This is an optimization exercise on Yosys and OpenROAD, whose aim is small area, not a production implementation. Where RTL was checked, it was by simulation tests only, not by an equivalence proof against the original. Function not checked in runs 2 to 8: the RTL went through the layout flow alone. Power is estimated from default activity; no workload was simulated. No driver is modelled on the clock port, so clocking that relies on it looks cheaper here than on a real chip.

## design/flow/flow/run.sh

```bash
#!/bin/bash
# Own layout flow: the standard ORFS flow (standard.sh) with two changes to
# synthesis, which otherwise runs synth_recipe.tcl unchanged:
#  - yosys synth also gets -noabc (no generic ABC pass before mapping), so the
#    RTL's and-or structure reaches the final mapping;
#  - the final ABC mapping uses flow/abc_amap.script (area-oriented).
# Extra make variables (port buffer cell, CTS options) come from flow/extra.mk.
# Every tool's output goes to a log of its own in this folder.
set -euo pipefail
W=$PWD
{
  cat <<'TCL'
# map combinational logic with flow/abc_amap.script instead of ORFS's script
proc abc {args} {
  set i [lsearch -exact $args -script]
  if {$i >= 0} { lset args [expr {$i + 1}] $::env(FLOW_ABC_SCRIPT) }
  yosys abc {*}$args
}
TCL
  sed 's/yosys synth -nofsm -noshare /yosys synth -nofsm -noshare -noabc /' synth_recipe.tcl
} > own_synth.tcl
grep -q -- '-nofsm -noshare -noabc' own_synth.tcl
export FLOW_ABC_SCRIPT=$W/flow/abc_amap.script
EXTRA=(SYNTH_SCRIPT=$W/own_synth.tcl)
if [[ -f flow/extra.mk ]]; then
  while read -r line; do [[ -n "$line" ]] && EXTRA+=("$line"); done < flow/extra.mk
fi
bash standard.sh "${EXTRA[@]}" synth > synth.log 2>&1
bash standard.sh "${EXTRA[@]}" finish > layout.log 2>&1
```

## design/flow/flow/abc_amap.script

```
strash
dch -f
amap
```

## design/flow/flow/extra.mk

```make
BUFFER_PORTS_ARGS=-buffer_cell sky130_fd_sc_hd__buf_1
CTS_ARGS=-sink_clustering_enable -repair_clock_nets -dont_use_dummy_load -buf_list sky130_fd_sc_hd__clkbuf_16 -sink_clustering_size 30 -sink_clustering_max_diameter 80
GPL_KEEP_OVERFLOW=0.3
```

## design/flow/standard.sh

```bash
#!/bin/bash
# synth_recipe.tcl (not shown) runs the flow's synth.tcl, then flattens the netlist and writes it again
# the make line also repeats each setting of config.mk as NAME=value (left out here)
make -C /OpenROAD-flow-scripts/flow DESIGN_CONFIG=/design/flow/config.mk WORK_HOME=/design/flow/orfs CLKGATE_MAP_FILE= SYNTH_SCRIPT=/design/flow/synth_recipe.tcl "${@:-finish}"
```

## design/flow/config.mk

```make
export PLATFORM = sky130hd
export DESIGN_NAME = dcache_top
export DESIGN_NICKNAME = dcache_top
export VERILOG_FILES = /design/flow/design.v
export SDC_FILE = /design/flow/constraint.sdc
export NUM_CORES = 4
export LEC_CHECK = 0
export ABC_AREA = 1
export CAP_MARGIN = 5
export CORE_MARGIN = 2
export CORE_UTILIZATION = 65
export PLACE_DENSITY = 0.75
export SLEW_MARGIN = 5
```

## design/flow/constraint.sdc

```tcl
create_clock -name core_clock -period 12.0 [get_ports {CLK}]
set_input_delay 2.4000 -clock core_clock [delete_from_list [all_inputs] [get_ports {CLK}]]
set_output_delay 2.4000 -clock core_clock [all_outputs]
set_load 0.01 [all_outputs]
```

## design/flow/design.v

```verilog
`default_nettype none
module dcache_top (
  input  logic        CLK,
  input  logic        nRST,
  input  logic        cpu_ren,
  input  logic        cpu_wen,
  input  logic        cpu_halt,
  input  logic [31:0] cpu_addr,
  input  logic [31:0] cpu_store,
  output logic        cpu_hit,
  output logic [31:0] cpu_load,
  output logic        cpu_flushed,
  output logic        mem_ren,
  output logic        mem_wen,
  output logic [31:0] mem_addr,
  output logic [31:0] mem_store,
  input  logic        dwait,
  input  logic [31:0] dload
);
  localparam logic [3:0] IDLE    = 4'b0000;
  localparam logic [3:0] WB0     = 4'b0100;
  localparam logic [3:0] WB1     = 4'b0101;
  localparam logic [3:0] FILL0   = 4'b0010;
  localparam logic [3:0] FILL1   = 4'b0011;
  localparam logic [3:0] FCHK    = 4'b1000;
  localparam logic [3:0] FW0     = 4'b1100;
  localparam logic [3:0] FW1     = 4'b1101;
  localparam logic [3:0] FLUSHED = 4'b1001;
  logic [3:0]  state_q, state_d;
  logic [3:0]  cnt_q, cnt_d;    
  logic        st_flush, st_wen, st_ren, st_second, st_idle;
  assign st_flush  = state_q[3];
  assign st_wen    = state_q[2];
  assign st_ren    = state_q[1];
  assign st_second = state_q[0];
  assign st_idle   = (state_q == IDLE);
  logic [25:0] req_tag;
  logic [2:0]  req_index;
  logic        req_word;
  logic        req;
  assign req_tag   = cpu_addr[31:6];
  assign req_index = cpu_addr[5:3];
  assign req_word  = cpu_addr[2];
  assign req       = cpu_ren | cpu_wen;
  logic [15:0]       valid_q;    
  logic [15:0]       dirty_q;
  logic [15:0][25:0] tag_q;
  logic [7:0]        lru_q;      
  logic [31:0][31:0] data_q;     
  logic [2:0]  idx;
  assign idx = st_flush ? cnt_q[3:1] : req_index;
  logic [7:0]  set_oh;
  logic        v0, v1, d0, d1, lru;
  logic [25:0] t0, t1;
  always_comb
  begin
    for (int i = 0; i < 8; i++)
      set_oh[i] = (idx == 3'(i));
    v0 = 1'b0; v1 = 1'b0; d0 = 1'b0; d1 = 1'b0; lru = 1'b0;
    t0 = '0;   t1 = '0;
    for (int i = 0; i < 8; i++)
    begin
      v0  = v0  | (valid_q[i]     & set_oh[i]);
      v1  = v1  | (valid_q[8 + i] & set_oh[i]);
      d0  = d0  | (dirty_q[i]     & set_oh[i]);
      d1  = d1  | (dirty_q[8 + i] & set_oh[i]);
      lru = lru | (lru_q[i]       & set_oh[i]);
      t0  = t0  | (tag_q[i]       & {26{set_oh[i]}});
      t1  = t1  | (tag_q[8 + i]   & {26{set_oh[i]}});
    end
  end
  logic m0, m1, hit;
  assign m0  = v0 && (t0 == req_tag);
  assign m1  = v1 && (t1 == req_tag);
  assign hit = m0 | m1;
  logic way;
  assign way = st_idle ? m1 : cnt_q[0];
  logic victim_way, need_wb;
  assign victim_way = !v0 ? 1'b0 : !v1 ? 1'b1 : lru;
  assign need_wb    = v0 && v1 && (lru ? d1 : d0);
  logic        rd_word;
  logic [31:0] rd_data;
  assign rd_word = st_wen ? st_second : req_word;
  logic [3:0]        col_oh;
  logic [31:0]       word_oh;
  logic [10:0][31:0] grp;
  always_comb
  begin
    for (int c = 0; c < 4; c++)
      col_oh[c] = ({way, rd_word} == 2'(c));
    for (int i = 0; i < 32; i++)
      word_oh[i] = set_oh[i[3:1]] & col_oh[{i[4], i[0]}];
    for (int k = 0; k < 11; k++)
    begin
      grp[k] = '0;
      for (int j = 0; j < 3; j++)
        if (3 * k + j < 32)
          grp[k] = grp[k] | (data_q[3 * k + j] & {32{word_oh[3 * k + j]}});
    end
  end
  assign rd_data = ((grp[0] | grp[1]) | (grp[2] | grp[3])) |
                   ((grp[4] | grp[5]) | (grp[6] | grp[7])) |
                   ((grp[8] | grp[9]) | grp[10]);
  logic [25:0] sel_tag;
  assign sel_tag = cnt_q[0] ? t1 : t0;
  assign cpu_load    = rd_data;
  assign mem_store   = rd_data;
  assign mem_ren     = st_ren;
  assign mem_wen     = st_wen;
  assign cpu_flushed = (state_q == FLUSHED);
  assign mem_addr    = {st_wen ? sel_tag : req_tag, idx,
                        st_wen ? st_second : (req_word ^ st_second), 2'b00};
  logic hit_now;
  assign hit_now = st_idle && req && hit;
  assign cpu_hit = hit_now || (st_ren && st_second && !dwait);
  logic        we;
  logic        wr_word;
  logic [31:0] wr_data;
  assign we      = st_ren || (hit_now && cpu_wen);
  assign wr_word = req_word ^ st_second;
  assign wr_data = (cpu_wen && !st_second) ? cpu_store : dload;
  logic [15:0] line_sel;
  for (genvar l = 0; l < 16; l++)
  begin : g_sel
    assign line_sel[l] = ({way, idx} == 4'(l));
  end
  for (genvar l = 0; l < 16; l++)
  begin : g_line
    always_ff @(posedge CLK, negedge nRST)
    begin
      if (!nRST)
        valid_q[l] <= 1'b0;
      else if (line_sel[l] && we)
        valid_q[l] <= 1'b1;
      else if (line_sel[l] && st_flush)
        valid_q[l] <= 1'b0;
    end
    always_ff @(posedge CLK)
    begin
      if (line_sel[l] && we)
      begin
        dirty_q[l] <= cpu_wen;
        tag_q[l]   <= req_tag;
      end
    end
    for (genvar w = 0; w < 2; w++)
    begin : g_word
      always_ff @(posedge CLK)
      begin
        if (line_sel[l] && we && wr_word == 1'(w))
          data_q[{l, 1'(w)}] <= wr_data;
      end
    end
  end
  for (genvar s = 0; s < 8; s++)
  begin : g_lru
    always_ff @(posedge CLK)
    begin
      if (idx == 3'(s) && (hit_now || st_ren))
        lru_q[s] <= !way;
    end
  end
  always_ff @(posedge CLK, negedge nRST)
  begin
    if (!nRST)
      state_q <= IDLE;
    else
      state_q <= state_d;
  end
  always_ff @(posedge CLK)
  begin
    cnt_q <= cnt_d;
  end
  logic line_done;
  assign line_done = (state_q == FCHK && !(cnt_q[0] ? v1 && d1 : v0 && d0))
                  || (state_q == FW1 && !dwait);
  always_comb
  begin
    state_d = state_q;
    cnt_d   = cnt_q;
    case (state_q)
      IDLE:
      begin
        cnt_d = {3'b000, req && victim_way};
        if (req)
        begin
          if (!hit)
            state_d = need_wb ? WB0 : FILL0;
        end
        else if (cpu_halt)
          state_d = FCHK;
      end
      WB0:     if (!dwait) state_d = WB1;
      WB1:     if (!dwait) state_d = FILL0;
      FILL0:   if (!dwait) state_d = FILL1;
      FILL1:   if (!dwait) state_d = IDLE;
      FCHK:    if (!line_done) state_d = FW0;
      FW0:     if (!dwait) state_d = FW1;
      FW1:     ;  
      FLUSHED: state_d = FLUSHED;
      default: state_d = IDLE;
    endcase
    if (line_done)
    begin
      cnt_d   = cnt_q + 4'd1;
      state_d = (cnt_q == 4'd15) ? FLUSHED : FCHK;
    end
  end
endmodule
`default_nettype wire
```

==> impl_metrics.json, run 1 <==
{
  "drc_errors": 0,
  "finalCriticalPeriod_ps": 11480,
  "endpoint_kind": "primary output",
  "ys_seq_area_share_pct": 82.57,
  "synth_top_cells_by_count": "1,468 x edfxtp_1, 338 x a222oi_1, 187 x nor2_1",
  "cts_root_buf": "clkbuf_16",
  "r2r_end": "data_q[483]",
  "fp.dieH_um": 292.2,
  "track_usage_pct": 32.28,
  "p_leak_nw": 18.87,
  "skew_ps": 78.29,
  "critPathTopFamily": "simple AND/OR/NAND/NOR gates",
  "hold_violations": 0,
  "reg2regPathDepth": 23,
  "path_common_cell": "buf_4",
  "io_pins": 202,
  "path_buf_inv": 13,
  "cts_resized": 0,
  "finalCritPeriodShare_pct": 95.63,
  "reg2reg_slack_ps": 3490,
  "cts_setup_buffers": 0,
  "dpl.hpwl_mm": 82.32,
  "fmax_mhz": 87.14,
  "drv_cap": 0,
  "fin_nets": 3524,
  "core_sq_mm": 0.08211,
  "clockBufferDepth": 3,
  "cts_sinks": 1488,
  "htreeDepth": 2,
  "cp.arrival_ps": 9080,
  "worstPathMaxFanout": 11,
  "synth_edf_count": 1468,
  "holdPathEnd": "valid_q[15]",
  "hp-class": "register to register",
  "p_total_mw": 12.38,
  "hold_buffers": 0,
  "tightest_slew_ps": 1396,
  "die_w_um": 292.2,
  "rr_startpoint": "state_q[3]",
  "status": "finished clean",
  "synth_cells": 2895,
  "clock_latency_ps": 690,
  "die_area_sq_mm": 0.08539,
  "io_buffers": 197,
  "cts_tree": "built",
  "numCtsBuffers": 57,
  "synth.avg_cell_area_sq_um": 18.65,
  "syn_area_sq_mm": 0.05399,
  "whs_path_depth": 2,
  "grt_setup_unrepaired": "no",
  "async_reset_ff_share_pct": 1.344,
  "drv_slew": 0,
  "ys.flop_type": "edfxtp_1",
  "start_kind": "input pin",
  "peakVddDrop_uv": 288.7,
  "drive_gt1_share_pct": 13.34,
  "relSlewSlack_pct": 6.959,
  "crit_required_ps": 9600,
  "fillers": 4596,
  "yosysTopAreaCellShare_pct": 81.64,
  "setup_violations": 0,
  "rows": 105,
  "grt_pass1_wl_mm": 201.3,
  "routed_wl_mm": 138.5,
  "yosys_register_bits": 1488,
  "ant_nets": 0,
  "grt_overflow": 0,
  "crit_slowest_cell": "or4_1",
  "max_stage_delay_ps": 720,
  "viasPerCell": 7.161,
  "worst-setup-path-type": "input pin to primary output",
  "synth_top_cell_by_area": "edfxtp_1",
  "vias": 32150,
  "wire_per_inst_um": 30.84,
  "fin_tns_setup_ps": 0,
  "worstHoldStart": "valid_q[15]",
  "grt_pass1_vias": 31470,
  "grt_max_degree": 52,
  "drtIter0Drc": 5564,
  "gp_congestion": 0.8753,
  "start_util_pct": 65.76,
  "synth_area_leaders": "edfxtp_1 82%, a222oi_1 6.3%, nor2_1 1.3%",
  "antenna_found_initial": 0,
  "power.density_mw_per_mm2": 203.0,
  "drt_pre_antenna_iters": 7,
  "yosysWarnings": 1,
  "utilization_pct": 74.31,
  "yosysMostFrequentCell": "edfxtp_1",
  "syn2layout_area_growth_pct": 13.01,
  "clk_pin_slew_ps": 90,
  "synth.distinct_cells": 36
}
how the worst max path moves through the flow:
stage | start | to | slack, ps | cells after the start
floorplan | cpu_addr[4] | mem_store[0] | 80 | 19
global placement | cpu_addr[4] | cpu_load[19] | 780 | 30
detailed placement | cpu_addr[5] | mem_store[19] | 660 | 29
CTS | cpu_addr[4] | mem_store[19] | 590 | 31
global route | cpu_addr[5] | mem_store[19] | 360 | 29
finish | cpu_addr[4] | mem_store[19] | 520 | 30
cell usage in the layout (no fill, tap or decap), types with 7 or more instances in the layout:
cell,synthesis,layout
a221oi_1,29,29
a22oi_1,90,90
o22a_1,32,29
dfrtp_1,20,20
nor2_1,187,107
a211oi_1,9,9
clkbuf_16,0,57
nand2_1,112,111
nor3_1,15,9
buf_1,0,197
buf_4,34,240
nand4_1,74,74
a222oi_1,338,338
nand3_1,18,16
a22o_1,46,46
nor2b_1,11,11
nor2_4,0,80
o2111ai_1,9,9
or4_1,34,34
o22ai_1,68,66
a21oi_1,57,56
edfxtp_1,1468,1468
and3_1,22,22
clkinv_1,150,148
a221o_1,7,7
buf_12,0,62
o21ai_0,30,30
a2111oi_0,10,10
logic make-up after synthesis:
logic type | Yosys count | share of synthesized area (%)
and+or+nand+nor | 480 | 4.183
AOI/OAI and AO/OA | 740 | 11.68
buffers and inverters | 184 | 1.515
DFF | 1488 | 82.57
other | 1 | 0.006945
adders and majority gates | 2 | 0.04634
area by class of cell:
class	count	area [sq um]	area share (%)
inverter	150	563.0	0.9227
sequential	1488	44580	73.06
tap	1070	1339	2.194
timing repair buffer	499	3782	6.199
clock buffer	57	1426	2.338
multi-input combinational	1224	9320	15.27
antenna	2	5.005	0.008202
worst min-delay path, stage by stage, from the launching register on:
cell      delay (ps)
dfrtp_1          370
clkinv_1          60
o21ai_0           70
flip-flops by register name, summed over array words and instances (netlist names):
signal,flops
cnt_q,4
valid_q,16
data_q,1024
dirty_q,16
state_q,4
lru_q,8
tag_q,416
where the power goes:
group / switching [mW] / internal (mW) / leakage, nW
Sequential: 0.0896 / 6.26 / 13.4
Clock: 1.40 / 0.853 / 0.702
Combinational: 2.55 / 1.23 / 4.76
layer usage:
metal / up-vias / wire (um) / GRT usage [%]
met5: - / 0 / 0
met2: 2416 / 69410 / 54.41
met4: 0 / 6278 / 14.27
met3: 299 / 15430 / 3.657
met1: 15930 / 47340 / 43.29
li1: 13500 / - / -
per-stage QoR:
stage               hold WS [ps]  worst slack (ps)  instance area [sq um]  std cells
floorplan                  501.7             84.43                  54060       2896
global placement           516.7             780.8                  59580       4431
detailed placement         522.3             660.3                  59580       4431
CTS                        533.3             589.7                  61010       4488
global route               574.3             363.4                  61010       4488
finish                     531.9             524.3                  61020       4490
==> run 2: changes to the inputs <==
--- a/design/flow/design.v
+++ b/design/flow/design.v
@@ -83,22 +83,22 @@
   assign rd_word = st_wen ? st_second : req_word;
-  logic [3:0]        col_oh;
-  logic [31:0]       word_oh;
-  logic [10:0][31:0] grp;
+  logic [15:0]          word_oh;
+  logic [1:0][5:0][31:0] grp;
+  logic [1:0][31:0]     way_data;
   always_comb
   begin
-    for (int c = 0; c < 4; c++)
-      col_oh[c] = ({way, rd_word} == 2'(c));
-    for (int i = 0; i < 32; i++)
-      word_oh[i] = set_oh[i[3:1]] & col_oh[{i[4], i[0]}];
-    for (int k = 0; k < 11; k++)
-    begin
-      grp[k] = '0;
-      for (int j = 0; j < 3; j++)
-        if (3 * k + j < 32)
-          grp[k] = grp[k] | (data_q[3 * k + j] & {32{word_oh[3 * k + j]}});
-    end
-  end
-  assign rd_data = ((grp[0] | grp[1]) | (grp[2] | grp[3])) |
-                   ((grp[4] | grp[5]) | (grp[6] | grp[7])) |
-                   ((grp[8] | grp[9]) | grp[10]);
+    for (int i = 0; i < 16; i++)
+      word_oh[i] = set_oh[i[3:1]] & (rd_word == i[0]);
+    for (int w = 0; w < 2; w++)
+    begin
+      for (int k = 0; k < 6; k++)
+      begin
+        grp[w][k] = '0;
+        for (int j = 0; j < 3; j++)
+          if (3 * k + j < 16)
+            grp[w][k] = grp[w][k] | (data_q[16 * w + 3 * k + j] & {32{word_oh[3 * k + j]}});
+      end
+      way_data[w] = (grp[w][0] | grp[w][1]) | (grp[w][2] | grp[w][3]) | (grp[w][4] | grp[w][5]);
+    end
+  end
+  assign rd_data = way ? way_data[1] : way_data[0];
   logic [25:0] sel_tag;
==> design/flow/flow/extra.mk (replaced) <==
BUFFER_PORTS_ARGS=-buffer_cell sky130_fd_sc_hd__buf_1
CTS_ARGS=-sink_clustering_enable -repair_clock_nets -dont_use_dummy_load -buf_list sky130_fd_sc_hd__clkbuf_8 -sink_clustering_size 16 -sink_clustering_max_diameter 60
--- a/design/flow/config.mk
+++ b/design/flow/config.mk
@@ -8,6 +8,9 @@
 export ABC_AREA = 1
-export CAP_MARGIN = 5
+export CAP_MARGIN = 20
 export CORE_MARGIN = 2
 export CORE_UTILIZATION = 65
+export CTS_BUF_LIST = sky130_fd_sc_hd__clkbuf_8
+export CTS_CLUSTER_DIAMETER = 60
+export CTS_CLUSTER_SIZE = 16
 export PLACE_DENSITY = 0.75
-export SLEW_MARGIN = 5
+export SLEW_MARGIN = 20
==> run 2 against run 1 <==
  * Still clean
  * Cell count down 3.7%
  * Hold slack better by 9.7 ps
  * Maximum frequency is 3.6% higher
  * Core utilization is 2.6 points lower
  * Clock skew grew 16 ps
  * Critical endpoint is now mem_store[25]
==> impl_metrics.json, run 2 <==
{
  "synth.avg_cell_area_sq_um": 18.86,
  "synth_area_leaders": "edfxtp_1 82%, a222oi_1 5.6%, a22oi_1 1.1%",
  "synth_cells": 2866,
  "p_leak_nw": 17.62,
  "peakVddDrop_uv": 194.4,
  "antenna_found_initial": 5,
  "finalCritPeriodShare_pct": 92.34,
  "yosysWarnings": 1,
  "die_w_um": 292.3,
  "worst-setup-path-type": "input pin to primary output",
  "fp.dieH_um": 292.3,
  "start_util_pct": 65.71,
  "grt_max_degree": 65,
  "status": "finished clean",
  "skew_ps": 94.14,
  "largest_register": "data_q",
  "synth_edf_count": 1468,
  "fin_tns_setup_ps": 0,
  "crit_required_ps": 9600,
  "core_sq_mm": 0.08224,
  "clockBufferDepth": 3,
  "yosysMostFrequentCell": "edfxtp_1",
  "dpl.hpwl_mm": 76.64,
  "cts_resized": 0,
  "ant_nets": 0,
  "worst_slack_ps": 919.1,
  "worstPathMaxFanout": 55,
  "cp.arrival_ps": 8680,
  "wire_per_inst_um": 32.68,
  "drv_slew": 0,
  "power.density_mw_per_mm2": 204.5,
  "synth.distinct_cells": 42,
  "relSlewSlack_pct": 21.91,
  "drv_cap": 0,
  "drive_gt1_share_pct": 9.264,
  "cts_sinks": 1488,
  "ys.flop_type": "edfxtp_1",
  "fin_nets": 3355,
  "setup_violations": 0,
  "numCtsBuffers": 108,
  "rows": 105,
  "crit_slowest_cell": "o22ai_1",
  "drc_errors": 0,
  "syn2layout_area_growth_pct": 9.094,
  "vias": 32130,
  "path_buf_inv": 6,
  "clock_latency_ps": 790,
  "critPathTopFamily": "buffers and inverters",
  "yosys_register_bits": 1488,
  "final_common_cell": "edfxtp_1",
  "fmax_mhz": 90.25,
  "synth_top_cells_by_count": "1,468 x edfxtp_1, 304 x a222oi_1, 142 x nor2_1",
  "drt_pre_antenna_iters": 7,
  "cts_setup_buffers": 0,
  "cts_tree": "built",
  "cts_root_buf": "clkbuf_8",
  "yosysTopAreaCellShare_pct": 81.57,
  "utilization_pct": 71.69,
  "whs_ps": 541.6,
  "endpoint_kind": "primary output",
  "syn_area_sq_mm": 0.05404,
  "die_area_sq_mm": 0.08546,
  "hold_buffers": 0,
  "htreeDepth": 3,
  "grt_overflow": 0,
  "clk_pin_slew_ps": 110,
  "viasPerCell": 7.430,
  "hp-class": "register to register",
  "mostFrequentLayoutCells": "1,468 x edfxtp_1, 304 x a222oi_1, 197 x buf_1",
  "largest_register_ffs": 1024,
  "grt_setup_unrepaired": "no",
  "largest_registers": "data_q (1024), tag_q (416)",
  "io_buffers": 197,
  "hold_violations": 0,
  "ys_seq_area_share_pct": 82.50,
  "track_usage_pct": 32.96,
  "grt_pass1_vias": 31510,
  "tightest_slew_ps": 1142,
  "max_stage_delay_ps": 720,
  "finalCriticalPeriod_ps": 11080,
  "grt_pass1_wl_mm": 203.8,
  "start_kind": "input pin",
  "drtIter0Drc": 5455,
  "synth_top_cell_by_area": "edfxtp_1",
  "routed_wl_mm": 141.3,
  "io_pins": 202,
  "crit_chain": "buf_1, o22ai_1, clkinv_1, nor3_4, buf_12, clkinv_1, nor2b_1, a2111oi_0, a211oi_1, o2111ai_1, or4_1, or3_1, o22ai_4, buf_4, a2111oi_0, a41oi_1, buf_1",
  "async_reset_ff_share_pct": 1.344,
  "gp_congestion": 0.8244,
  "pre_cts_slack_ps": 1047
}
==> run 2: path summary, 6_finish.rpt <==
path,start,to,slack [ps],cells past startpoint
max in group asynchronous,nRST,valid_q[15],10130,2
min reg2reg,valid_q[1],valid_q[1],540,2
min in group asynchronous,nRST,state_q[1],1620,2
min,valid_q[1],valid_q[1],540,2
max reg2reg,state_q[3],data_q[721],2550,22
max,cpu_addr[3],mem_store[25],920,17
==> run 2: cell families (layout without fill, tap and decap cells) <==
logic type	Yosys count	in the layout	synth area share [%]
AO/OA/AOI/OAI	769	769	12.24
buffers and inverters	140	522	1.209
flip-flops	1488	1488	82.50
other	1	7	0.006939
adder cells (fa/ha/maj)	2	2	0.04630
AND/OR/NAND/NOR	466	466	4.001
==> run 2: final cells by class <==
type,instances,area [sq um]
clock buffers,108,1486
inverters,106,399.1
well taps,1070,1339
flip-flops and latches,1488,44580
fillers,4852,23280
diodes,5,12.51
multi-input cells,1239,9444
repair buffers,308,1693
==> run 2: metal layers <==
metal | share of wire (%) | up-vias | global-route usage [%]
li1 | - | 13250 | -
met5 | 0.018 | - | 0
met1 | 34 | 15880 | 43.92
met3 | 12 | 408 | 5.956
met4 | 4.4 | 4 | 14.52
met2 | 49 | 2583 | 54.27
==> run 2: power by group <==
group	switching [mW]	leakage (nW)	internal, mW
clock network	1.44	0.777	0.802
registers	0.0945	13.4	6.29
logic	2.45	3.43	0.983
total	3.98	17.6	8.08
==> run 2: worst reg2reg max path, cell delays in order, from the launching register on <==
cell and delay (ps):
dfrtp_1 450, clkinv_1 660, o22ai_1 1000, clkinv_1 560, nor3_4 240, buf_4 580
buf_4 350, a221o_1 180, a221o_1 110, a221oi_1 70, a221o_1 390, a2111o_1 320
or4_1 570, or4_1 510, o21a_1 270, nor2_1 200, a21oi_2 80, buf_4 280
nor3_4 160, buf_4 510, clkinv_1 380, nor2_4 810, buf_4 470
==> run 2: metrics by stage <==
stage | instances | power (mW) | instance area (sq um)
after CTS | 4316 | 12.02 | 58860
after global routing | 4322 | 12.49 | 58950
after detailed placement | 4208 | 9.872 | 57380
final | 4324 | 12.06 | 58960
after floorplan | 2867 | 8.588 | 54220
after global placement | 4207 | 9.761 | 57360
==> run 3: changes to the inputs <==
==> design/flow/config.mk (replaced) <==
export PLATFORM = sky130hd
export DESIGN_NAME = dcache_top
export DESIGN_NICKNAME = dcache_top
export VERILOG_FILES = /design/flow/design.v
export SDC_FILE = /design/flow/constraint.sdc
export NUM_CORES = 4
export LEC_CHECK = 0
export ABC_AREA = 1
export CAP_MARGIN = 5
export CORE_MARGIN = 2
export CORE_UTILIZATION = 65
export PLACE_DENSITY = 0.75
export SLEW_MARGIN = 5
==> run 3 against run 2 <==
  * Via count fell by 0.34%
  * Clock power about the same
  * Non-clock buffer count is 4 lower
  * Count of clock-buffer cells in the layout unchanged
  * Critical path depth grew 1
  * Critical path type unchanged
  * Highest routed layer unchanged
==> impl_metrics.json, run 3 <==
{
  "die_area_sq_mm": 0.08546,
  "peakVddDrop_uv": 207.7,
  "syn_area_sq_mm": 0.05404,
  "cts_resized": 0,
  "whs_path_depth": 2,
  "io_pins": 202,
  "grt_setup_unrepaired": "no",
  "finalCritPeriodShare_pct": 91.48,
  "drtIter0Drc": 5403,
  "grt_pass1_wl_mm": 203.3,
  "die_w_um": 292.3,
  "grt_max_degree": 65,
  "largest_register_ffs": 1024,
  "tightest_slew_ps": 1350,
  "clock_latency_ps": 770,
  "numCtsBuffers": 108,
  "io_buffers": 197,
  "synth.distinct_cells": 42,
  "placed_area_sq_mm": 0.05736,
  "finalCriticalPeriod_ps": 10980,
  "synth_area_leaders": "edfxtp_1 82%, a222oi_1 5.6%, a22oi_1 1.1%",
  "skew_ps": 100.9,
  "worstPathMaxFanout": 47,
  "hold_buffers": 0,
  "worst_slack_ps": 1023,
  "ant_nets": 0,
  "ys.flop_type": "edfxtp_1",
  "fillers": 4876,
  "relSlewSlack_pct": 9.765,
  "viasPerCell": 7.415,
  "clockBufferDepth": 3,
  "fin_tns_setup_ps": 0,
  "stdcell_count": 4318,
  "power.density_mw_per_mm2": 204.7,
  "clk_pin_slew_ps": 100,
  "final_common_cell": "edfxtp_1",
  "fin_nets": 3351,
  "drc_errors": 0,
  "drv_cap": 0,
  "cts_setup_buffers": 0,
  "hold_violations": 0,
  "cts_root_buf": "clkbuf_8",
  "synth_top_cells_by_count": "1,468 x edfxtp_1, 304 x a222oi_1, 142 x nor2_1",
  "antenna_found_initial": 5,
  "pre_cts_slack_ps": 1063,
  "p_leak_nw": 17.58,
  "yosysWarnings": 1,
  "cts_sinks": 1488,
  "rows": 105,
  "synth.avg_cell_area_sq_um": 18.86,
  "p_total_mw": 12.05,
  "cp.arrival_ps": 8580,
  "htreeDepth": 3,
  "status": "finished clean",
  "hp-class": "register to register",
  "grt_overflow": 0,
  "drive_gt1_share_pct": 9.060,
  "drt_pre_antenna_iters": 10,
  "setup_violations": 0,
  "vias": 32020,
  "grt_pass1_vias": 31520,
  "dpl.hpwl_mm": 76.55,
  "largest_registers": "data_q (1024), tag_q (416)",
  "cts_tree": "built",
  "ys_seq_area_share_pct": 82.50,
  "placed_cells": 4207,
  "gp_congestion": 0.8244,
  "drv_slew": 0,
  "whs_ps": 539.8,
  "worst-setup-path-type": "input pin to primary output",
  "syn2layout_area_growth_pct": 8.897,
  "endpoint_kind": "primary output",
  "yosysTopAreaCellShare_pct": 81.57,
  "synth_cells": 2866,
  "yosys_register_bits": 1488,
  "reg2regPathDepth": 22,
  "async_reset_ff_share_pct": 1.344,
  "track_usage_pct": 32.95,
  "start_kind": "input pin",
  "mostFrequentLayoutCells": "1,468 x edfxtp_1, 304 x a222oi_1, 197 x buf_1",
  "design_area_sq_mm": 0.05885,
  "synth_top_cell_by_area": "edfxtp_1",
  "routed_wl_mm": 141.2,
  "synth_edf_count": 1468,
  "core_sq_mm": 0.08224,
  "start_util_pct": 65.71,
  "utilization_pct": 71.56,
  "crit_required_ps": 9600,
  "yosysMostFrequentCell": "edfxtp_1",
  "wire_per_inst_um": 32.71,
  "fp.dieH_um": 292.3,
  "largest_register": "data_q",
  "fmax_mhz": 91.10
}
run 3: critical path: stages:
cell and delay, ps:
buf_1 80, o22ai_1 690, clkinv_1 560, nor3_4 280, buf_4 520, buf_4 400
a22o_1 200, a221oi_1 50, and3_1 220, a211oi_1 300, o2111ai_1 160, or4_1 520
or3_1 460, o22ai_4 170, buf_4 680, a2111oi_0 290, a41oi_1 330, buf_1 190
run 3: power breakdown:
group | leakage, nW | internal (mW) | switching (mW) | total (mW)
clock | 0.777 | 0.803 | 1.43 | 2.23
combinational | 3.39 | 0.979 | 2.45 | 3.42
sequential | 13.4 | 6.29 | 0.0933 | 6.39
total | 17.6 | 8.08 | 3.97 | 12.0
run 3: layout make-up:
type                       instances  area, sq um  area share (%)
timing repair buffer             304         1605           2.728
sequential                      1488        44580           75.76
antenna                            3        7.507         0.01276
tap                             1070         1339           2.275
inverter                         106        399.1          0.6782
multi-input combinational       1239         9430           16.02
clock buffer                     108         1486           2.526
run 3: path summary, 6_finish.rpt:
check	endpoint	slack, ps	start
setup / recovery	mem_store[15]	1020	cpu_addr[3]
hold / removal	valid_q[2]	540	valid_q[2]
setup reg to reg	data_q[835]	2340	state_q[3]
hold reg to reg	valid_q[2]	540	valid_q[2]
max in group asynchronous	valid_q[15]	10120	nRST
min in group asynchronous	valid_q[14]	1640	nRST
run 3: cells by family (layout without fill, tap and decap cells):
group	after synthesis	in the layout	share of synthesized area, %
AO/OA/AOI/OAI	769	769	12.24
adder cells (fa/ha/maj)	2	2	0.04630
buffers and inverters	140	518	1.209
flip-flops	1488	1488	82.50
other	1	5	0.006939
AND/OR/NAND/NOR	466	466	4.001
run 3: metal layers:
metal  part of all wire, %  GRT usage (%)  vias up
met4                   4.8          16.19       10
met2                    49          53.74     2458
met3                    12          5.987      397
li1                      -              -    13230
met5                 0.042              0        -
met1                    34          43.61    15930
==> run 4: changes to the inputs <==
--- a/design/flow/config.mk
+++ b/design/flow/config.mk
@@ -11,2 +11,3 @@
 export CORE_UTILIZATION = 65
+export GPL_TIMING_DRIVEN = 0
 export PLACE_DENSITY = 0.75
==> run 4 against run 3 <==
  * Still clean
  * Cell count up 2.0%
  * Total power grew 4.1%
  * Combinational power is 13% higher
  * Area after synthesis unchanged
==> impl_metrics.json, run 4 <==
{
  "synth_top_cells_by_count": "1,468 x edfxtp_1, 304 x a222oi_1, 142 x nor2_1",
  "yosys_register_bits": 1488,
  "cts_root_buf": "clkbuf_8",
  "path_buf_inv": 8,
  "die_area_sq_mm": 0.08546,
  "status": "finished clean",
  "gr-usage-met1_pct": 45.16,
  "setup_violations": 0,
  "drive_gt1_share_pct": 11.67,
  "synth_area_leaders": "edfxtp_1 82%, a222oi_1 5.6%, a22oi_1 1.1%",
  "crit_required_ps": 9600,
  "clockBufferDepth": 3,
  "drt_pre_antenna_iters": 9,
  "critPathTopFamily": "compound AO/OA/AOI/OAI gates",
  "largest_registers": "data_q (1024), tag_q (416)",
  "cts_sinks": 1488,
  "reg2regPathDepth": 23,
  "grt_pass1_vias": 32270,
  "grt_overflow": 0,
  "drv_slew": 0,
  "synth_edf_count": 1468,
  "io_buffers": 197,
  "vias": 32870,
  "ant_nets": 0,
  "io_pins": 202,
  "routed_wl_mm": 148.1,
  "endpoint_kind": "primary output",
  "syn2layout_area_growth_pct": 13.54,
  "cp.arrival_ps": 9110,
  "power.density_mw_per_mm2": 204.5,
  "crit_slowest_cell": "a41oi_1",
  "grt_pass1_wl_mm": 211.9,
  "synth_cells": 2866,
  "async_reset_ff_share_pct": 1.344,
  "fmax_mhz": 86.88,
  "htreeDepth": 3,
  "fillers": 4560,
  "ys.flop_type": "edfxtp_1",
  "viasPerCell": 7.461,
  "die_w_um": 292.3,
  "whs_ps": 558.5,
  "final_common_cell": "edfxtp_1",
  "gp_congestion": 0.7913,
  "clk_pin_slew_ps": 110,
  "syn_area_sq_mm": 0.05404,
  "clock_latency_ps": 770,
  "dpl.hpwl_mm": 93.85,
  "synth.distinct_cells": 42,
  "finalCritPeriodShare_pct": 95.92,
  "antenna_found_initial": 3,
  "rows": 105,
  "largest_register_ffs": 1024,
  "numCtsBuffers": 107,
  "whs_path_depth": 2,
  "start_util_pct": 65.71,
  "synth_top_cell_by_area": "edfxtp_1",
  "p_leak_nw": 18.56,
  "yosysWarnings": 1,
  "drv_cap": 0,
  "path_common_cell": "buf_1",
  "fp.dieH_um": 292.3,
  "peakVddDrop_uv": 207.9,
  "stdcell_count": 4406,
  "start_kind": "input pin",
  "worst-path-stages": 21,
  "hold_buffers": 0,
  "drc_errors": 0,
  "relSlewSlack_pct": 17.51,
  "cts_tree": "built",
  "design_area_sq_mm": 0.06136,
  "placed_cells": 4283,
  "skew_ps": 61.67,
  "hp-class": "register to register",
  "track_usage_pct": 34.44,
  "finalCriticalPeriod_ps": 11510,
  "top_usage_layer": "met2",
  "mostFrequentLayoutCells": "1,468 x edfxtp_1, 304 x a222oi_1, 197 x buf_1",
  "grt_max_degree": 58,
  "core_sq_mm": 0.08224,
  "hold_violations": 0,
  "wire_per_inst_um": 33.62,
  "tightest_slew_ps": 1237,
  "fin_nets": 3439,
  "drtIter0Drc": 5963,
  "yosysTopAreaCellShare_pct": 81.57,
  "worstPathMaxFanout": 57,
  "placed_area_sq_mm": 0.05973,
  "crit_chain": "buf_1, o22ai_2, clkinv_1, nor3_4, buf_16, buf_8, a22o_1, a221oi_1, and3_1, nor2_1, a21oi_1, a211oi_1, o2111ai_1, or4_1, or3_1, o22ai_4, buf_12, clkinv_4, a41oi_1, buf_4, buf_1",
  "worst-setup-path-type": "input pin to primary output",
  "max_stage_delay_ps": 870,
  "gr-usage-met3_pct": 6.806,
  "synth.avg_cell_area_sq_um": 18.86,
  "ys_seq_area_share_pct": 82.50,
  "p_total_mw": 12.55,
  "grtUsageMet2_pct": 55.87,
  "yosysMostFrequentCell": "edfxtp_1",
  "largest_register": "data_q",
  "grt_setup_unrepaired": "no"
}
run 4: cell counts after synthesis:
No cell type changed its count.
run 4: report_power, final:
| part | switching, mW | leakage [nW] | internal, mW | total (mW) |
|---|---|---|---|---|
| Clock | 1.46 | 0.769 | 0.796 | 2.26 |
| Sequential | 0.112 | 13.4 | 6.29 | 6.40 |
| Combinational | 2.53 | 4.38 | 1.36 | 3.88 |
| Total | 4.10 | 18.6 | 8.44 | 12.5 |
run 4: path summary, 6_finish.rpt:
path | startpoint | to | slack [ps]
max in group asynchronous | nRST | state_q[2] | 9290
worst max register to register | state_q[3] | data_q[831] | 2380
worst max-delay path | cpu_addr[3] | mem_store[16] | 490
min in group asynchronous | nRST | valid_q[11] | 1870
worst min-delay path | valid_q[7] | valid_q[7] | 560
worst min register to register | valid_q[7] | valid_q[7] | 560
run 4: final cells by class:
cell class,count,area (sq um),area share [%]
multi-input combinational,1239,9449,15.40
sequential,1488,44580,72.66
buffer,34,255.2,0.4160
antenna,3,7.507,0.01223
tap,1070,1339,2.182
timing repair buffer,359,3845,6.266
inverter,106,407.9,0.6647
clock buffer,107,1473,2.400
run 4: stage by stage:
step,setup WS (ps),setup TNS (ps),utilization (%)
5_1_grt,186.0,0,74.61
3_5_place_dp,-1076,-26090,72.63
2_1_floorplan,15.87,0,-
3_3_place_gp,-7620,-9465980,68.46
4_1_cts,16.68,0,74.50
6_report,489.6,0,74.61
run 4: timing repair:
item,4_1_cts,5_1_grt
buffers inserted,6,7
setup endpoints to repair,34,16
pin swaps,4,2
gates resized for setup,2,3
run 4: logic make-up (layout without fill, tap and decap cells):
family	Yosys count	after routing	share of synthesized area [%]
other	1	5	0.006939
adders and majority gates	2	2	0.04630
and+or+nand+nor	466	466	4.001
DFF	1488	1488	82.50
buffers and inverters	140	606	1.209
AOI/OAI and AO/OA	769	769	12.24
run 4: worst reg2reg max path, delay by kind of cell (launching register included):
kind / cells / cell delay (ps)
AOI/OAI and AO/OA: 7 / 2000
buffers and inverters: 9 / 3250
DFF: 1 / 490
and+or+nand+nor: 7 / 3590
run 4: routing by layer:
| layer | part of all wire, % | up-vias |
|---|---|---|
| met4 | 5.6 | 2 |
| met1 | 34 | 16160 |
| met5 | 0.0054 | - |
| li1 | - | 13420 |
| met3 | 13 | 499 |
| met2 | 48 | 2790 |
==> run 5: changes to the inputs <==
--- a/design/flow/config.mk
+++ b/design/flow/config.mk
@@ -10,5 +10,4 @@
 export CORE_MARGIN = 2
-export CORE_UTILIZATION = 65
-export GPL_TIMING_DRIVEN = 0
-export PLACE_DENSITY = 0.75
+export CORE_UTILIZATION = 75
+export PLACE_DENSITY = 0.85
 export SLEW_MARGIN = 5
==> run 5 against run 4 <==
  * Still clean
  * Area after synthesis did not move
  * Critical path depth is 1 lower
  * Sequential share of layout area up 3.4 points
  * Global-route usage rose by 4.8 points
  * Clock power down 2%
  * Synthesized cell count is the same
  * Core utilization up 7.6 points
  * Highest routed layer is now met4
==> impl_metrics.json, run 5 <==
{
  "io_buffers": 197,
  "grt_setup_unrepaired": "no",
  "drv_slew": 0,
  "cp.arrival_ps": 8780,
  "ys.flop_type": "edfxtp_1",
  "core_sq_mm": 0.07136,
  "largest_register_ffs": 1024,
  "placed_cells": 4093,
  "largest_register": "data_q",
  "viasPerCell": 7.897,
  "hp-class": "register to register",
  "drtIter0Drc": 7334,
  "rows": 98,
  "hold_buffers": 0,
  "wire_per_inst_um": 34.64,
  "yosysWarnings": 1,
  "fin_nets": 3353,
  "seqPwrFrac_pct": 52.8,
  "yosysTopAreaCellShare_pct": 81.57,
  "synth.distinct_cells": 42,
  "routed_wl_mm": 145.5,
  "grt_overflow": 0,
  "drive_gt1_share_pct": 9.116,
  "cts_resized": 0,
  "skew_ps": 105.2,
  "drt_pre_antenna_iters": 13,
  "endpoint_kind": "primary output",
  "drc_errors": 0,
  "start_util_pct": 75.73,
  "grt_pass1_wl_mm": 208.5,
  "power.density_mw_per_mm2": 206.4,
  "grt_pass1_vias": 32940,
  "numCtsBuffers": 104,
  "ys_seq_area_share_pct": 82.50,
  "cellInternalPower_mw": 8.051,
  "worst-setup-path-type": "input pin to primary output",
  "cts_root_buf": "clkbuf_8",
  "vias": 33160,
  "setup_violations": 0,
  "clockBufferDepth": 3,
  "fp.dieH_um": 272.4,
  "path_buf_inv": 5,
  "pwr-share-comb_pct": 28.8,
  "fmax_mhz": 89.43,
  "synth-xor-area-share_pct": 0,
  "status": "finished clean",
  "synth.avg_cell_area_sq_um": 18.86,
  "die_area_sq_mm": 0.07422,
  "finalCriticalPeriod_ps": 11180,
  "largest_registers": "data_q (1024), tag_q (416)",
  "worstPathMaxFanout": 47,
  "yosysMostFrequentCell": "edfxtp_1",
  "async_reset_ff_share_pct": 1.344,
  "track_usage_pct": 39.26,
  "p_leak_nw": 17.57,
  "synth_cells": 2866,
  "ant_nets": 0,
  "grt_max_degree": 65,
  "finalCritPeriodShare_pct": 93.19,
  "swShare_pct": 33.49,
  "synth_simple_gate_area_share_pct": 4.001,
  "relSlewSlack_pct": 7.624,
  "max_stage_delay_ps": 920,
  "mostFrequentLayoutCells": "1,468 x edfxtp_1, 304 x a222oi_1, 197 x buf_1",
  "syn2layout_area_growth_pct": 8.527,
  "clock_latency_ps": 800,
  "synth_top_family_by_area": "compound AO/OA/AOI/OAI gates",
  "cts_sinks": 1488,
  "fin_tns_setup_ps": 0,
  "yosys-mux-area-fraction_pct": 0,
  "synth_top_cell_by_area": "edfxtp_1",
  "hold_violations": 0,
  "clk_pin_slew_ps": 90,
  "pwr-share-clk_pct": 18.3,
  "dpl.hpwl_mm": 78.53,
  "cts_tree": "built",
  "syn_area_sq_mm": 0.05404,
  "critPathTopFamily": "compound AO/OA/AOI/OAI gates",
  "p_sw_mw": 4.054,
  "synth_compound_area_share_pct": 12.24,
  "antenna_found_initial": 2,
  "drv_cap": 0,
  "tightest_slew_ps": 1382,
  "synthAdderAreaFrac_pct": 0.04630,
  "synth_edf_count": 1468,
  "synth_area_leaders": "edfxtp_1 82%, a222oi_1 5.6%, a22oi_1 1.1%",
  "cts_setup_buffers": 0,
  "synth_top_cells_by_count": "1,468 x edfxtp_1, 304 x a222oi_1, 142 x nor2_1",
  "start_kind": "input pin",
  "crit_slowest_cell": "nor3_4",
  "final_common_cell": "edfxtp_1",
  "yosys_register_bits": 1488,
  "stdcell_count": 4199,
  "crit_required_ps": 9600,
  "crit_chain": "buf_1, o22ai_1, clkinv_1, nor3_4, buf_4, a22o_1, a221oi_1, and3_1, nor2_1, a21oi_1, a211oi_1, o2111ai_1, nor2_1, o2111ai_1, or3_1, o22ai_4, buf_4, a2111oi_0, a41oi_1, buf_1",
  "io_pins": 202,
  "die_w_um": 272.4,
  "peakVddDrop_uv": 172.8,
  "gp_congestion": 0.8636,
  "htreeDepth": 3
}
==> run 5: path summary, 6_finish.rpt <==
check | start | endpoint | slack (ps) | cells past startpoint
hold / removal | valid_q[11] | valid_q[11] | 540 | 2
min in group asynchronous | nRST | state_q[0] | 1620 | 2
setup reg to reg | state_q[3] | data_q[442] | 2630 | 21
setup / recovery | cpu_addr[5] | mem_store[15] | 820 | 20
hold reg to reg | valid_q[11] | valid_q[11] | 540 | 2
max in group asynchronous | nRST | state_q[1] | 10110 | 2
==> run 5: kinds of logic after synthesis <==
family | Yosys count
AO/OA/AOI/OAI | 769
adder cells (fa/ha/maj) | 2
other | 1
buffers and inverters | 140
flip-flops | 1488
AND/OR/NAND/NOR | 466
==> run 5: layout make-up <==
class	count	area, sq um
well taps	950	1189
flip-flops and latches	1488	44580
diodes	2	5.005
repair buffers	310	1613
multi-input cells	1239	9430
inverters	106	399.1
clock buffers	104	1431
fillers	3240	12710
==> run 5: per-layer routing <==
metal | track usage, % | wire, um | vias up | share of wire (%)
met5 | 0 | 0 | - | 0
met4 | 22.25 | 8726 | 0 | 6.0
met3 | 8.472 | 22050 | 649 | 15
met2 | 63.18 | 70530 | 3529 | 48
met1 | 50.75 | 44160 | 15750 | 30
li1 | - | - | 13230 | -
==> run 5: worst register-to-register path, cell delays in order, from the launching register on <==
cell      delay, ps
dfrtp_1         450
clkinv_1        640
o22ai_1         990
clkinv_1        560
nor3_4          920
buf_4           460
a22o_1          190
a221o_1         100
a221o_1         110
a221oi_1         70
a221o_1         400
a2111o_1        380
or4_1           550
or4_1           530
o21a_1          280
nor2_1          190
a21oi_2          80
buf_4           280
nor3_2          200
clkinv_1        250
nor2_4          940
buf_4           460
==> run 5: power by group through the flow <==
stage | sequential, mW | clock (mW) | combinational [mW]
final | 6.40 | 2.22 | 3.49
after global routing | 6.41 | 2.38 | 3.66
after global placement | 6.48 | 0 | 3.22
after CTS | 6.39 | 2.21 | 3.39
after floorplan | 6.48 | 0 | 2.11
after detailed placement | 6.51 | 0 | 3.37
==> run 5: per-stage QoR <==
stage / worst slack [ps] / total power [mW] / hold WS, ps / utilization (%) / cell area [sq um]
finish: 817.7 / 12.10 / 539.4 / 82.18 / 58650
global route: 652.0 / 12.45 / 557.7 / 82.18 / 58650
CTS: 928.2 / 12.00 / 542.8 / 82.18 / 58650
detailed placement: 999.6 / 9.876 / 525.0 / 80.17 / 57210
global placement: 1159 / 9.699 / 517.7 / 80.17 / 57210
floorplan: 15.87 / 8.588 / 505.0 / - / 54220
==> run 6: changes to the inputs <==
==> design/flow/flow/extra.mk (replaced) <==
BUFFER_PORTS_ARGS=-buffer_cell sky130_fd_sc_hd__buf_1
CTS_ARGS=-sink_clustering_enable -repair_clock_nets -dont_use_dummy_load -buf_list {sky130_fd_sc_hd__clkbuf_4 sky130_fd_sc_hd__clkbuf_8} -sink_clustering_size 12 -sink_clustering_max_diameter 60
--- a/design/flow/config.mk
+++ b/design/flow/config.mk
@@ -10,4 +10,4 @@
 export CORE_MARGIN = 2
-export CORE_UTILIZATION = 75
-export PLACE_DENSITY = 0.85
+export CORE_UTILIZATION = 65
+export PLACE_DENSITY = 0.75
 export SLEW_MARGIN = 5
==> run 6 against run 5 <==
  * Clock skew fell by 16 ps
  * Combinational power fell by 2%
  * Wire length fell by 2.2%
  * Sequential cell count did not move
  * Critical endpoint is now mem_store[14]
  * Highest routed layer is now met5
==> impl_metrics.json, run 6 <==
{
  "drv_slew": 0,
  "cts_setup_buffers": 0,
  "status": "finished clean",
  "crit_slowest_cell": "o22ai_1",
  "die_w_um": 292.3,
  "reg2regPathDepth": 22,
  "worstPathMaxFanout": 55,
  "yosys_register_bits": 1488,
  "max_stage_delay_ps": 690,
  "die_area_sq_mm": 0.08546,
  "whs_ps": 541.4,
  "final_common_cell": "edfxtp_1",
  "yosysWarnings": 1,
  "start_kind": "input pin",
  "clockBufferDepth": 3,
  "start_util_pct": 65.71,
  "cts_resized": 0,
  "worst-setup-path-type": "input pin to primary output",
  "cts_sinks": 1488,
  "async_reset_ff_share_pct": 1.344,
  "grt_pass1_vias": 31850,
  "grt_pass1_wl_mm": 205.3,
  "p_leak_nw": 17.83,
  "fin_tns_setup_ps": 0,
  "crit_required_ps": 9600,
  "numCtsBuffers": 142,
  "endpoint_kind": "primary output",
  "cts_root_buf": "clkbuf_8",
  "htreeDepth": 4,
  "track_usage_pct": 33.40,
  "synth_area_leaders": "edfxtp_1 82%, a222oi_1 5.6%, a22oi_1 1.1%",
  "drive_gt1_share_pct": 10.00,
  "drt_pre_antenna_iters": 9,
  "cts_tree": "built",
  "wire_per_inst_um": 32.71,
  "mostFrequentLayoutCells": "1,468 x edfxtp_1, 304 x a222oi_1, 197 x buf_1",
  "largest_register_ffs": 1024,
  "ys_seq_area_share_pct": 82.50,
  "r2r_end": "data_q[851]",
  "fmax_mhz": 90.76,
  "path_buf_inv": 6,
  "hold_violations": 0,
  "setup_violations": 0,
  "dpl.hpwl_mm": 76.55,
  "yosysMostFrequentCell": "edfxtp_1",
  "relSlewSlack_pct": 12.68,
  "largest_register": "data_q",
  "tightest_slew_ps": 1307,
  "synth_edf_count": 1468,
  "viasPerCell": 7.393,
  "ant_nets": 0,
  "clk_pin_slew_ps": 80,
  "drtIter0Drc": 5588,
  "power.density_mw_per_mm2": 208.7,
  "finalCriticalPeriod_ps": 11020,
  "antenna_found_initial": 4,
  "syn2layout_area_growth_pct": 9.754,
  "ys.flop_type": "edfxtp_1",
  "io_buffers": 197,
  "critPathTopFamily": "buffers and inverters",
  "crit_start": "cpu_addr[3]",
  "grt_setup_unrepaired": "no",
  "finalCritPeriodShare_pct": 91.82,
  "synth_cells": 2866,
  "grt_max_degree": 65,
  "synth_top_cell_by_area": "edfxtp_1",
  "vias": 32160,
  "routed_wl_mm": 142.3,
  "drv_cap": 0,
  "core_sq_mm": 0.08224,
  "hold_buffers": 0,
  "clock_latency_ps": 850,
  "cp.arrival_ps": 8620,
  "fp.dieH_um": 292.3,
  "p_total_mw": 12.38,
  "crit_chain": "buf_1, o22ai_1, clkinv_1, nor3_4, buf_12, clkinv_1, nor2b_1, a2111oi_0, a211oi_1, o2111ai_1, or4_1, or3_1, o22ai_4, buf_4, nor3_1, a41oi_1, buf_1",
  "worst-path-stages": 17,
  "whs_path_depth": 2,
  "drc_errors": 0,
  "yosysTopAreaCellShare_pct": 81.57,
  "synth.distinct_cells": 42,
  "crit_end": "mem_store[14]",
  "reg2reg_slack_ps": 2380,
  "utilization_pct": 72.12,
  "peakVddDrop_uv": 210.6,
  "syn_area_sq_mm": 0.05404,
  "synth_top_cells_by_count": "1,468 x edfxtp_1, 304 x a222oi_1, 142 x nor2_1",
  "fin_nets": 3385,
  "largest_registers": "data_q (1024), tag_q (416)",
  "rr_startpoint": "state_q[3]",
  "grt_overflow": 0,
  "skew_ps": 89.43,
  "synth.avg_cell_area_sq_um": 18.86,
  "hp-class": "register to register",
  "rows": 105,
  "gp_congestion": 0.8244,
  "io_pins": 202
}
[run 6: logic make-up after synthesis]
family | Yosys count | share of synthesized area, %
compound gates | 769 | 12.24
fa+ha+maj | 2 | 0.04630
buf+inv | 140 | 1.209
flops | 1488 | 82.50
other cells | 1 | 0.006939
simple gates | 466 | 4.001
[run 6: worst min-delay path by stage]
stage / slack (ps) / end / startpoint
2_1_floorplan: 510 / valid_q[14] / valid_q[14]
3_3_place_gp: 520 / valid_q[5] / valid_q[5]
3_5_place_dp: 530 / valid_q[2] / valid_q[2]
4_1_cts: 540 / valid_q[2] / valid_q[2]
5_1_grt: 570 / valid_q[2] / valid_q[2]
6_report: 540 / valid_q[2] / valid_q[2]
[run 6: area by class of cell]
class | instances | area, sq um
multi-input combinational | 1239 | 9430
antenna | 1 | 2.502
fill | 4823 | 22930
inverter | 106 | 399.1
clock buffer | 142 | 1954
tap | 1070 | 1339
sequential | 1488 | 44580
timing repair buffer | 304 | 1605
[run 6: through the flow]
| step | setup WS (ps) | instances | area (sq um) |
|---|---|---|---|
| 3_5_place_dp | 1063 | 4207 | 57360 |
| 6_report | 982.1 | 4350 | 59310 |
| 3_3_place_gp | 1134 | 4207 | 57360 |
| 5_1_grt | 683.3 | 4350 | 59310 |
| 2_1_floorplan | 15.87 | 2867 | 54220 |
| 4_1_cts | 1036 | 4349 | 59310 |
[run 6: metal layers]
layer  vias to the layer above  wire, um  GRT usage [%]
met5                         -        38              0
met4                         6      6616          15.86
met3                       389     18150          6.685
met2                      2577     69020          54.35
met1                     15910     48460          44.13
li1                      13280         -              -
[run 6: worst reg2reg max path, delay by kind of cell (launching register included)]
family | cells | cell delay (ps)
AO/OA/AOI/OAI | 8 | 2440
AND/OR/NAND/NOR | 6 | 2740
buffers and inverters | 8 | 3700
flip-flops | 1 | 440
[run 6: where the power goes]
group          total [mW]  internal, mW  switching, mW
clock                2.56          1.05           1.51
combinational        3.43         0.979           2.45
sequential           6.39          6.30         0.0937
total                12.4          8.33           4.05
==> run 7: changes to the inputs <==
==> design/flow/flow/extra.mk (replaced) <==
BUFFER_PORTS_ARGS=-buffer_cell sky130_fd_sc_hd__buf_1
CTS_ARGS=-sink_clustering_enable -repair_clock_nets -dont_use_dummy_load -buf_list sky130_fd_sc_hd__clkbuf_16 -sink_clustering_size 30 -sink_clustering_max_diameter 80
==> run 7 against run 6 <==
  * Global-route usage decreased by 0.70 points
  * Highest routed layer unchanged
  * Total power decreased by 2.8%
  * Largest cell class unchanged
  * Wire length decreased by 1.3%
  * Non-clock buffer count unchanged
  * Cell count decreased by 2.0%
  * Die area unchanged
  * Combinational power about the same
  * Core utilization decreased by 0.67 points
  * Setup slack improved by 66 ps
  * Critical path depth increased by 1
  * Count of clock-buffer cells in the layout decreased by 86
  * Register-to-register slack improved by 70 ps
==> impl_metrics.json, run 7 <==
{
  "cts_setup_buffers": 0,
  "synth.avg_cell_area_sq_um": 18.86,
  "top_layer_used": "met5",
  "r2r_end": "data_q[838]",
  "hold_violations": 0,
  "synth_top_cells_by_count": "1,468 x edfxtp_1, 304 x a222oi_1, 142 x nor2_1",
  "whs_path_depth": 2,
  "synth_cells": 2866,
  "drive_gt1_share_pct": 7.579,
  "mostFrequentLayoutCells": "1,468 x edfxtp_1, 304 x a222oi_1, 197 x buf_1",
  "utilization_pct": 71.45,
  "largest_register_ffs": 1024,
  "largest_register": "data_q",
  "path_common_cell": "buf_4",
  "numCtsBuffers": 56,
  "core_sq_mm": 0.08224,
  "setup_violations": 0,
  "cts_resized": 0,
  "start_kind": "input pin",
  "worst-setup-path-type": "input pin to primary output",
  "cts_sinks": 1488,
  "final_common_cell": "edfxtp_1",
  "rows": 105,
  "die_w_um": 292.3,
  "synth_area_leaders": "edfxtp_1 82%, a222oi_1 5.6%, a22oi_1 1.1%",
  "yosysMostFrequentCell": "edfxtp_1",
  "p_leak_nw": 17.49,
  "viasPerCell": 7.417,
  "antenna_found_initial": 3,
  "ys.flop_type": "edfxtp_1",
  "start_util_pct": 65.71,
  "crit_chain": "buf_1, o22ai_1, clkinv_1, nor3_4, buf_4, buf_4, a22o_1, a221oi_1, and3_1, nand2_1, o2111ai_1, or4_1, or3_1, o22ai_4, buf_4, nor3_1, a41oi_1, buf_1",
  "power.density_mw_per_mm2": 204.9,
  "routed_wl_mm": 140.5,
  "holdPathEnd": "valid_q[2]",
  "drtIter0Drc": 5577,
  "htreeDepth": 2,
  "worstHoldStart": "valid_q[2]",
  "ys_seq_area_share_pct": 82.50,
  "tightest_slew_ps": 1331,
  "clock_latency_ps": 700,
  "fmax_mhz": 91.31,
  "grt_pass1_wl_mm": 202.2,
  "yosysTopAreaCellShare_pct": 81.57,
  "io_buffers": 197,
  "cp.arrival_ps": 8550,
  "synth_top_cell_by_area": "edfxtp_1",
  "fillers": 4889,
  "clk_pin_slew_ps": 110,
  "track_usage_pct": 32.71,
  "async_reset_ff_share_pct": 1.344,
  "dpl.hpwl_mm": 76.55,
  "fp.dieH_um": 292.3,
  "drc_errors": 0,
  "relSlewSlack_pct": 11.09,
  "yosysWarnings": 1,
  "drt_pre_antenna_iters": 12,
  "die_area_sq_mm": 0.08546,
  "crit_required_ps": 9600,
  "reg2reg_slack_ps": 2450,
  "fin_nets": 3299,
  "gp_congestion": 0.8244,
  "met1_length_mm": 48.32,
  "crit_slowest_cell": "o22ai_1",
  "vias": 31630,
  "grt_max_degree": 65,
  "drv_cap": 0,
  "max_stage_delay_ps": 690,
  "peakVddDrop_uv": 208.3,
  "dr_wl_met2_mm": 68.91,
  "syn_area_sq_mm": 0.05404,
  "pre_cts_slack_ps": 1063,
  "cts_tree": "built",
  "drv_slew": 0,
  "syn2layout_area_growth_pct": 8.731,
  "worstPathMaxFanout": 47,
  "clockBufferDepth": 3,
  "finalCriticalPeriod_ps": 10950,
  "critPathTopFamily": "buffers and inverters",
  "endpoint_kind": "primary output",
  "worst-path-stages": 18,
  "worst_slack_ps": 1048,
  "wire_per_inst_um": 32.95,
  "skew_ps": 81.14,
  "synth.distinct_cells": 42,
  "yosys_register_bits": 1488,
  "grt_overflow": 0,
  "grt_setup_unrepaired": "no",
  "grt_pass1_vias": 31180,
  "status": "finished clean",
  "rr_startpoint": "state_q[3]",
  "reg2regPathDepth": 22,
  "finalCritPeriodShare_pct": 91.27,
  "synth_edf_count": 1468,
  "hold_buffers": 0,
  "wl_met3_mm": 16.85,
  "hp-class": "register to register",
  "fin_tns_setup_ps": 0,
  "path_buf_inv": 6,
  "largest_registers": "data_q (1024), tag_q (416)",
  "cts_root_buf": "clkbuf_16",
  "io_pins": 202,
  "ant_nets": 0
}
run 7: cell counts after synthesis:
Identical to the previous run, type by type.
run 7: cells by family after synthesis:
group                      after synthesis  share of synthesized area (%)
adders and majority gates                2                        0.04630
buffers and inverters                  140                          1.209
other                                    1                       0.006939
DFF                                   1488                          82.50
AOI/OAI and AO/OA                      769                          12.24
and+or+nand+nor                        466                          4.001
run 7: metrics by stage:
| step | power (mW) | instances | instance area [sq um] | hold WS (ps) |
|---|---|---|---|---|
| after global routing | 12.45 | 4263 | 58760 | 571.1 |
| after CTS | 12.00 | 4263 | 58760 | 544.6 |
| final | 12.04 | 4264 | 58760 | 543.2 |
| after detailed placement | 9.870 | 4207 | 57360 | 525.1 |
| after floorplan | 8.588 | 2867 | 54220 | 505.0 |
| after global placement | 9.761 | 4207 | 57360 | 519.1 |
run 7: worst max-delay path by stage:
stage / start / endpoint
after floorplan: cpu_addr[4] / mem_store[19]
after global placement: cpu_addr[3] / mem_store[14]
after detailed placement: cpu_addr[3] / mem_store[15]
after CTS: cpu_addr[3] / mem_store[15]
after global routing: cpu_addr[3] / cpu_load[15]
final: cpu_addr[3] / mem_store[14]
run 7: where the power goes:
part	internal [mW]	switching, mW	total, mW	leakage, nW
Sequential	6.29	0.0938	6.39	13.4
Clock	0.839	1.39	2.23	0.690
Combinational	0.979	2.44	3.42	3.39
Total	8.11	3.93	12.0	17.5
run 7: cell type report:
cell class | instances | area (sq um) | area share [%]
flip-flops and latches | 1488 | 44580 | 75.87
inverters | 106 | 399.1 | 0.6793
diodes | 1 | 2.502 | 0.004259
repair buffers | 304 | 1605 | 2.732
multi-input cells | 1239 | 9430 | 16.05
well taps | 1070 | 1339 | 2.278
clock buffers | 56 | 1401 | 2.385
run 7: per-layer routing:
layer,track usage (%),vias to the layer above
met5,0.6807,-
met4,14.38,6
met3,4.955,346
li1,-,13130
met2,54.34,2390
met1,43.75,15760
run 7: worst register-to-register path: stages, from the launching register on:
cell      delay, ps
dfrtp_1         440
clkinv_1        650
o22ai_1        1010
clkinv_1        560
nor3_4          240
buf_4           590
buf_4           380
a221o_1         180
a221o_1         120
a221oi_1         70
a221o_1         390
a2111o_1        320
or4_1           580
or4_1           500
o21a_1          270
nor2_1          200
a21oi_2          80
buf_4           270
nor3_4          170
buf_4           490
clkinv_1        350
nor2_4         1040
buf_4           430
==> run 8: changes to the inputs <==
--- a/design/flow/config.mk
+++ b/design/flow/config.mk
@@ -8,3 +8,3 @@
 export ABC_AREA = 1
-export CAP_MARGIN = 5
+export CAP_MARGIN = 0
 export CORE_MARGIN = 2
@@ -12,2 +12,2 @@
 export PLACE_DENSITY = 0.75
-export SLEW_MARGIN = 5
+export SLEW_MARGIN = 0
==> run 8 against run 7 <==
  * Sequential power is essentially flat
  * Clock power is essentially flat
  * Wire length is the same
  * Setup slack is the same
  * First-iteration DRC count is the same
  * Count of clock-buffer cells in the layout is the same
  * Total power is the same
  * Sequential cell count is the same
  * Largest power group unchanged
  * Highest routed layer unchanged
==> impl_metrics.json, run 8 <==
{
  "status": "finished clean",
  "fp.dieH_um": 292.3,
  "clk_pin_slew_ps": 110,
  "synth_top_cells_by_count": "1,468 x edfxtp_1, 304 x a222oi_1, 142 x nor2_1",
  "endpoint_kind": "primary output",
  "synth_edf_count": 1468,
  "ant_nets": 0,
  "reg2reg_slack_ps": 2450,
  "wire_per_inst_um": 32.95,
  "yosysMostFrequentCell": "edfxtp_1",
  "start_kind": "input pin",
  "drv_slew": 0,
  "placed_cells": 4207,
  "io_pins": 202,
  "hold_buffers": 0,
  "start_util_pct": 65.71,
  "yosysTopAreaCellShare_pct": 81.57,
  "cts_root_buf": "clkbuf_16",
  "grt_pass1_vias": 31180,
  "grt_overflow": 0,
  "largest_register": "data_q",
  "yosys_register_bits": 1488,
  "cp.arrival_ps": 8550,
  "grt_max_degree": 65,
  "power.density_mw_per_mm2": 204.9,
  "final_common_cell": "edfxtp_1",
  "gp_congestion": 0.8244,
  "synth_area_leaders": "edfxtp_1 82%, a222oi_1 5.6%, a22oi_1 1.1%",
  "fin_tns_setup_ps": 0,
  "antenna_found_initial": 3,
  "hp-class": "register to register",
  "stdcell_count": 4264,
  "dpl.hpwl_mm": 76.55,
  "hold_violations": 0,
  "die_area_sq_mm": 0.08546,
  "cts_sinks": 1488,
  "track_usage_pct": 32.71,
  "crit_start": "cpu_addr[3]",
  "p_leak_nw": 17.49,
  "drc_errors": 0,
  "syn2layout_area_growth_pct": 8.731,
  "mostFrequentLayoutCells": "1,468 x edfxtp_1, 304 x a222oi_1, 197 x buf_1",
  "io_buffers": 197,
  "numCtsBuffers": 56,
  "p_total_mw": 12.04,
  "cts_resized": 0,
  "syn_area_sq_mm": 0.05404,
  "yosysWarnings": 1,
  "rr_startpoint": "state_q[3]",
  "rows": 105,
  "routed_wl_mm": 140.5,
  "ys_seq_area_share_pct": 82.50,
  "async_reset_ff_share_pct": 1.344,
  "vias": 31630,
  "worstPathMaxFanout": 47,
  "fin_nets": 3299,
  "cts_tree": "built",
  "ys.flop_type": "edfxtp_1",
  "skew_ps": 81.14,
  "largest_registers": "data_q (1024), tag_q (416)",
  "setup_violations": 0,
  "viasPerCell": 7.417,
  "crit_required_ps": 9600,
  "drive_gt1_share_pct": 7.579,
  "synth_top_cell_by_area": "edfxtp_1",
  "core_sq_mm": 0.08224,
  "whs_ps": 543.2,
  "finalCritPeriodShare_pct": 91.27,
  "worst-setup-path-type": "input pin to primary output",
  "clock_latency_ps": 700,
  "design_area_sq_mm": 0.05876,
  "grt_setup_unrepaired": "no",
  "peakVddDrop_uv": 208.3,
  "whs_path_depth": 2,
  "drt_pre_antenna_iters": 12,
  "placed_area_sq_mm": 0.05736,
  "grt_pass1_wl_mm": 202.2,
  "cts_setup_buffers": 0,
  "fmax_mhz": 91.31,
  "synth_cells": 2866,
  "synth.avg_cell_area_sq_um": 18.86,
  "reg2regPathDepth": 22,
  "tightest_slew_ps": 1331,
  "clockBufferDepth": 3,
  "drv_cap": 0,
  "largest_register_ffs": 1024,
  "synth.distinct_cells": 42,
  "finalCriticalPeriod_ps": 10950,
  "worstHoldStart": "valid_q[2]",
  "drtIter0Drc": 5577,
  "die_w_um": 292.3,
  "relSlewSlack_pct": 11.09,
  "htreeDepth": 2
}
-- run 8: cell counts after synthesis --
Identical to the previous run, type by type.
-- run 8: cells by family (layout without fill, tap and decap cells) --
group	after synthesis	in the layout	share of synthesized area (%)
buffers and inverters	140	466	1.209
and+or+nand+nor	466	466	4.001
AOI/OAI and AO/OA	769	769	12.24
adders and majority gates	2	2	0.04630
other	1	3	0.006939
DFF	1488	1488	82.50
-- run 8: path summary, 6_finish.rpt --
check	end
setup / recovery	mem_store[14]
hold / removal	valid_q[2]
setup reg to reg	data_q[838]
hold reg to reg	valid_q[2]
max in group asynchronous	state_q[2]
min in group asynchronous	valid_q[7]
-- run 8: layer usage --
| layer | vias up | wire, um | global-route usage [%] |
|---|---|---|---|
| met3 | 346 | 16850 | 4.955 |
| met2 | 2390 | 68910 | 54.34 |
| met4 | 6 | 6294 | 14.38 |
| met5 | - | 105 | 0.6807 |
| li1 | 13130 | - | - |
| met1 | 15760 | 48320 | 43.75 |
-- run 8: power breakdown --
part           switching [mW]  internal (mW)  leakage (nW)  total [mW]
clock                    1.39          0.839         0.690        2.23
sequential             0.0938           6.29          13.4        6.39
combinational            2.44          0.979          3.39        3.42
total                    3.93           8.11          17.5        12.0
-- run 8: cell type report --
cell class | count | area (sq um)
Sequential cell | 1488 | 44580
Fill cell | 4889 | 23480
Multi-Input combinational cell | 1239 | 9430
Timing Repair Buffer | 304 | 1605
Clock buffer | 56 | 1401
Tap cell | 1070 | 1339
Inverter | 106 | 399.1
Antenna cell | 1 | 2.502
-- run 8: stage by stage --
step	setup slack [ps]	util [%]
floorplan	15.87	-
global placement	1134	69.74
detailed placement	1063	69.74
CTS	1042	71.45
global route	733.6	71.45
finish	1048	71.45
-- run 8: critical path: stages --
cell,delay (ps)
buf_1,80
o22ai_1,690
clkinv_1,560
nor3_4,280
buf_4,530
buf_4,390
a22o_1,190
a221oi_1,40
and3_1,270
nand2_1,80
o2111ai_1,300
or4_1,560
or3_1,460
o22ai_4,170
buf_4,690
nor3_1,100
a41oi_1,500
buf_1,210

port drivers added, routing unchanged:
The flow's constraints put no driver on any port. The routed layouts listed below were extracted and timed again, unchanged, in two steps.
Step 1: set_driving_cell puts a clkbuf_16 on CLK and a buf_2 on each other input, an assumption about the parent block.
Step 2 adds t to the input delays and takes it off the output delays; t is the mean of the earliest and latest rising clock arrival at the registers after step 1. Input paths then give back, and output paths get back, about the clock's delay inside the block.
a / b / c = ideal ports / drivers / drivers and shift; a / b = the first two.
run	t (ns)	setup slack, ns	worst setup path after step 2	slew at the worst register clock pin (ns)	pins driven straight from the clock port
run 1	0.726	0.524 / 0.494 / 0.494	input to output	0.11 / 0.11	1
run 2	0.812	0.919 / 0.898 / 0.898	input to output	0.11 / 0.11	1
run 3	0.782	1.023 / 1.001 / 1.001	input to output	0.10 / 0.10	1
run 4	0.808	0.490 / 0.466 / 0.466	input to output	0.11 / 0.11	1
run 5	0.812	0.818 / 0.792 / 0.792	input to output	0.12 / 0.12	1
run 6	0.870	0.982 / 0.960 / 0.960	input to output	0.08 / 0.08	1
run 7	0.728	1.048 / 1.026 / 1.026	input to output	0.11 / 0.11	1
run 8	0.728	1.048 / 1.026 / 1.026	input to output	0.11 / 0.11	1
After both steps setup and hold are still met in every run listed. For run 1, which loses most, drivers alone change the setup slack by -0.030 ns; drivers and shift together by -0.030 ns.
